This design comes from an exercise in tuning for small area, a short achievable clock period and few clock cycles per item on the open sky130 flow, not from production work. Only simulation tests tie the RTL to the original design; equivalence was not proved. Power is estimated from default activity; no workload was simulated.

orange:
Design noise_estimation_top, start of the top module:
module noise_estimation_top (
	input  logic        clk,
	input  logic        rst_n,
	input  logic        start_of_frame,
	input  logic [2:0]  blocks_log2,
	input  logic        sample_valid,
	input  logic [7:0]  sample_data,
	output logic        sample_ready,
	output logic        block_stat_valid,
	output logic [27:0] block_stat,    
	output logic        noise_valid,
	output logic [20:0] noise_result   
);
Size: about 660 cells after synthesis, ~67 I/O pins, ~7800 µm² of cells after synthesis.
export LEC_CHECK = 0
export CAP_MARGIN = 20
export CORE_MARGIN = 2
export CORE_UTILIZATION = 60
export CTS_BUF_LIST = sky130_fd_sc_hd__clkbuf_4 sky130_fd_sc_hd__clkbuf_8
export SLEW_MARGIN = 20
create_clock -name core_clock -period 8.0 [get_ports {clk}]
standard.sh (not shown) runs the stock make flow with config.mk's settings and CLKGATE_MAP_FILE= SYNTH_SCRIPT=/design/flow/synth_recipe.tcl, a recipe that flattens the netlist after the stock synthesis.
==> flow/flow/run.sh <==
#!/bin/bash
# The standard layout (standard.sh: the ORFS flow and synthesis, unchanged) with three
# settings the flow's own config cannot express:
#  - ports buffered with a plain buffer instead of the slow delay cell buffer_ports picks;
#  - clock tree built without dummy loads, from a strong root buffer;
set -euo pipefail
export BUFFER_PORTS_ARGS="-buffer_cell sky130_fd_sc_hd__buf_1"
export CTS_ARGS="-sink_clustering_enable -repair_clock_nets -dont_use_dummy_load -root_buf sky130_fd_sc_hd__clkbuf_16 -buf_list {sky130_fd_sc_hd__clkbuf_8}"
export SETUP_SLACK_MARGIN=5.3
bash standard.sh > standard.log 2>&1
orange completed every stage of the flow, and the final layout passed the timing, design-rule and antenna checks.
Testbench counts of orange, summed over its fixed seeds: cycles 38,461, samples 36,864.
The inputs of red differ from those of orange as listed below.
--- a/flow/design.v
+++ b/flow/design.v
@@ -271,29 +271,32 @@
 	logic        c1n, c2n;
 	assign {c1n, t1} = {1'b0, dq[0]} + {1'b0, cq[0]} + {1'b0, c1};
 	assign {c2n, d}  = {1'b0, t1} + {1'b0, ~prod_q} + {1'b0, c2};
 	assign dfill = d & (ph >= 5'd2) & (ph <= 5'd21);  
 	always_ff @(posedge clk or negedge rst_n) begin
 		if (!rst_n) begin
-			ph <= 5'd31;
-			bv <= 1'b0;
+			ph     <= 5'd31;
+			bv     <= 1'b0;
+			prod_q <= 1'b0;
+			ms     <= '0;
+			mc     <= '0;
 		end else begin
+			prod_q <= prod;
+			ms     <= mu[7:1];
+			mc     <= mw;
 			bv <= (ph == 5'd21);
 			if (blk_last)          ph <= 5'd2;
 			else if (ph != 5'd31)  ph <= ph + 1'b1;
 		end
 	end
 	always_ff @(posedge clk) begin
 		if (blk_last)
 			mean_q <= s_next[13:6];
 		rem_q <= ({6{blk_last}} & s_next[5:0]) | {1'b0, rem_q[5:1]};
 		ic <= mbits & mean_q[mi] & cin;
 		pin_q <= pin;
-		prod_q <= prod;
-		ms <= mu[7:1];
-		mc <= mw;
 		dq <= ({20{blk_last}} & qs_n) | {dfill, dq[19:1]};
 		cq <= ({20{blk_last}} & qc_n) | {1'b0, cq[19:1]};
 		if (blk_last) begin
 			c1 <= 1'b0;
 			c2 <= 1'b1;
 		end else begin
==> notes.md <==
Higher x dimension of the die was reported by red, not orange.
Count of instances resized after the clock tree is built sits lower in red than in orange.
Worst hold slack was lower in red than in orange.
red does worse than orange on netlist area before placement.
red vs. orange: met1 track utilization from global routing increased by 1.2 points relative to the old numbers, height of the die moved up, worst setup slack went down.
Against orange, overall die area in red came out worse.
Between red and orange, initial cell density of the core is higher for red, orange comes in under that.
The met3 wire length in red sits about 22% above the value recorded for orange.
Count of hold buffers inserted by post-cts repair essentially unchanged between orange and red.
Against orange, red reports a largest clock skew in the final design that is lower.
Diff orange..red | global-route usage | negligible
There was hardly any difference in combinational power between orange and red.
Testbench counts of red, summed over its fixed seeds: cycles 38,461, samples 36,864.

---

noise_estimation_top, a different RTL version from the one above (not shown whole).
For scale: roughly 180 flip-flops, ~67 I/O pins, about 0.0079 sq mm of cells after synthesis.
export LEC_CHECK = 0
export CAP_MARGIN = 20
export CORE_MARGIN = 2
export CORE_UTILIZATION = 60
export CTS_BUF_LIST = sky130_fd_sc_hd__clkbuf_4 sky130_fd_sc_hd__clkbuf_8
export SLEW_MARGIN = 20
create_clock -name core_clock -period 8.0 [get_ports {clk}]
Scripts as last shown in full above: flow/flow/run.sh
Testbench counts at the start, summed over its fixed seeds: cycles 38,461, samples 36,864.
Edit:
--- a/flow/design.v
+++ b/flow/design.v
@@ -249,56 +249,58 @@
 	logic [7:0]  mpp, mu, mw;
 	logic        prod;      
 	logic        c1, c2;    
 	logic        t1, d;     
 	logic        dfill;
 	logic [19:0] dq;        
 	logic [19:0] cq;        
 	logic        bv;        
 	logic [2:0]  mi;
+	logic [7:0]  mrot;
 	logic        prod_q;
 	logic        pin_q;
 	assign rbits = (ph >= 5'd2) && (ph <= 5'd5);
 	assign mbits = (ph >= 5'd6) && (ph <= 5'd13);
-	assign mi    = ph[2:0] + 3'd2;
+	assign mi    = ph[2:0];
 	assign cin   = (ph == 5'd6) ? rem_q[1] : ic;
-	assign pin   = blk_last ? s_next[0] : ((rbits & rem_q[1]) | (mbits & (mean_q[mi] ^ cin)));
+	assign mrot  = {mean_q[1:0], mean_q[7:2]};  
+	assign pin   = blk_last ? s_next[0] : ((rbits & rem_q[1]) | (mbits & (mrot[mi] ^ cin)));
 	assign mpp = pin_q ? mean_q : 8'd0;
 	always_comb begin
 		for (int i = 0; i < 8; i++)
 			{mw[i], mu[i]} = {1'b0, (i < 7) ? ms[i] : 1'b0} + {1'b0, mc[i]} + {1'b0, mpp[i]};
 	end
 	assign prod = mu[0];
 	logic        c1n, c2n;
 	assign {c1n, t1} = {1'b0, dq[0]} + {1'b0, cq[0]} + {1'b0, c1};
 	assign {c2n, d}  = {1'b0, t1} + {1'b0, ~prod_q} + {1'b0, c2};
 	assign dfill = d & (ph >= 5'd2) & (ph <= 5'd21);  
 	always_ff @(posedge clk or negedge rst_n) begin
 		if (!rst_n) begin
-			ph     <= 5'd31;
+			ph     <= 5'd0;
 			bv     <= 1'b0;
 			prod_q <= 1'b0;
 			ms     <= '0;
 			mc     <= '0;
 		end else begin
 			prod_q <= prod;
 			ms     <= mu[7:1];
 			mc     <= mw;
 			bv <= (ph == 5'd21);
 			if (blk_last)          ph <= 5'd2;
-			else if (ph != 5'd31)  ph <= ph + 1'b1;
+			else if (ph != 5'd0)   ph <= ph + 1'b1;
 		end
 	end
 	always_ff @(posedge clk) begin
 		if (blk_last)
 			mean_q <= s_next[13:6];
 		rem_q <= ({6{blk_last}} & s_next[5:0]) | {1'b0, rem_q[5:1]};
-		ic <= mbits & mean_q[mi] & cin;
+		ic <= mbits & mrot[mi] & cin;
 		pin_q <= pin;
 		dq <= ({20{blk_last}} & qs_n) | {dfill, dq[19:1]};
 		cq <= ({20{blk_last}} & qc_n) | {1'b0, cq[19:1]};
 		if (blk_last) begin
 			c1 <= 1'b0;
 			c2 <= 1'b1;
 		end else begin
 			c1 <= c1n;
 			c2 <= c2n;
After rerunning: The changed run went through all stages and came out clean. Worst hold slack gets worse by 0.0089 ns. Cell count went down by 1.0%. Maximum frequency went up by 0.82%. Sequential cell count is unchanged. Total power went down by 1.5%. Utilization went down by 0.51 points. Die area went down by 1.4%. Sequential power barely changes. Setup slack gets better by 0.021 ns. Synthesized area went down by 1.4%. Clock power went down by about 1%. Non-clock buffer count stays the same. Count of clock-buffer cells in the layout is unchanged.
Testbench counts after the change, summed over its fixed seeds: cycles 38,461, samples 36,864.

==> separate check: timing with driven ports <==
In the flow no input, the clock included, has a driving cell. The finished layouts below were timed again as built, in two steps. Step 1 assumes that a clkbuf_16 drives the clock port and a buf_2 every other input. Step 2, shift: input delay + t, output delay - t, t = (earliest + latest rising clock arrival at the registers) / 2. This alone moves slack from input paths to output paths. Slacks: no drivers / after step 1 / after step 2; pairs: no drivers / after step 1.
run | t (ns) | setup slack, ns | hold slack, ns | slew at the worst register clock pin (ns)
orange | 0.404 | 5.396 / 5.352 / 5.526 | 0.404 / 0.404 / 0.404 | 0.09 / 0.09
red | 0.407 | 5.387 / 5.345 / 5.539 | 0.393 / 0.393 / 0.393 | 0.09 / 0.09
the first run of note 2 | 0.404 | 5.403 / 5.361 / 5.495 | 0.406 / 0.406 / 0.406 | 0.08 / 0.08
the second run of note 2 | 0.404 | 5.424 / 5.380 / 5.496 | 0.397 / 0.397 / 0.397 | 0.09 / 0.09
After both steps setup and hold are still met in every run listed.
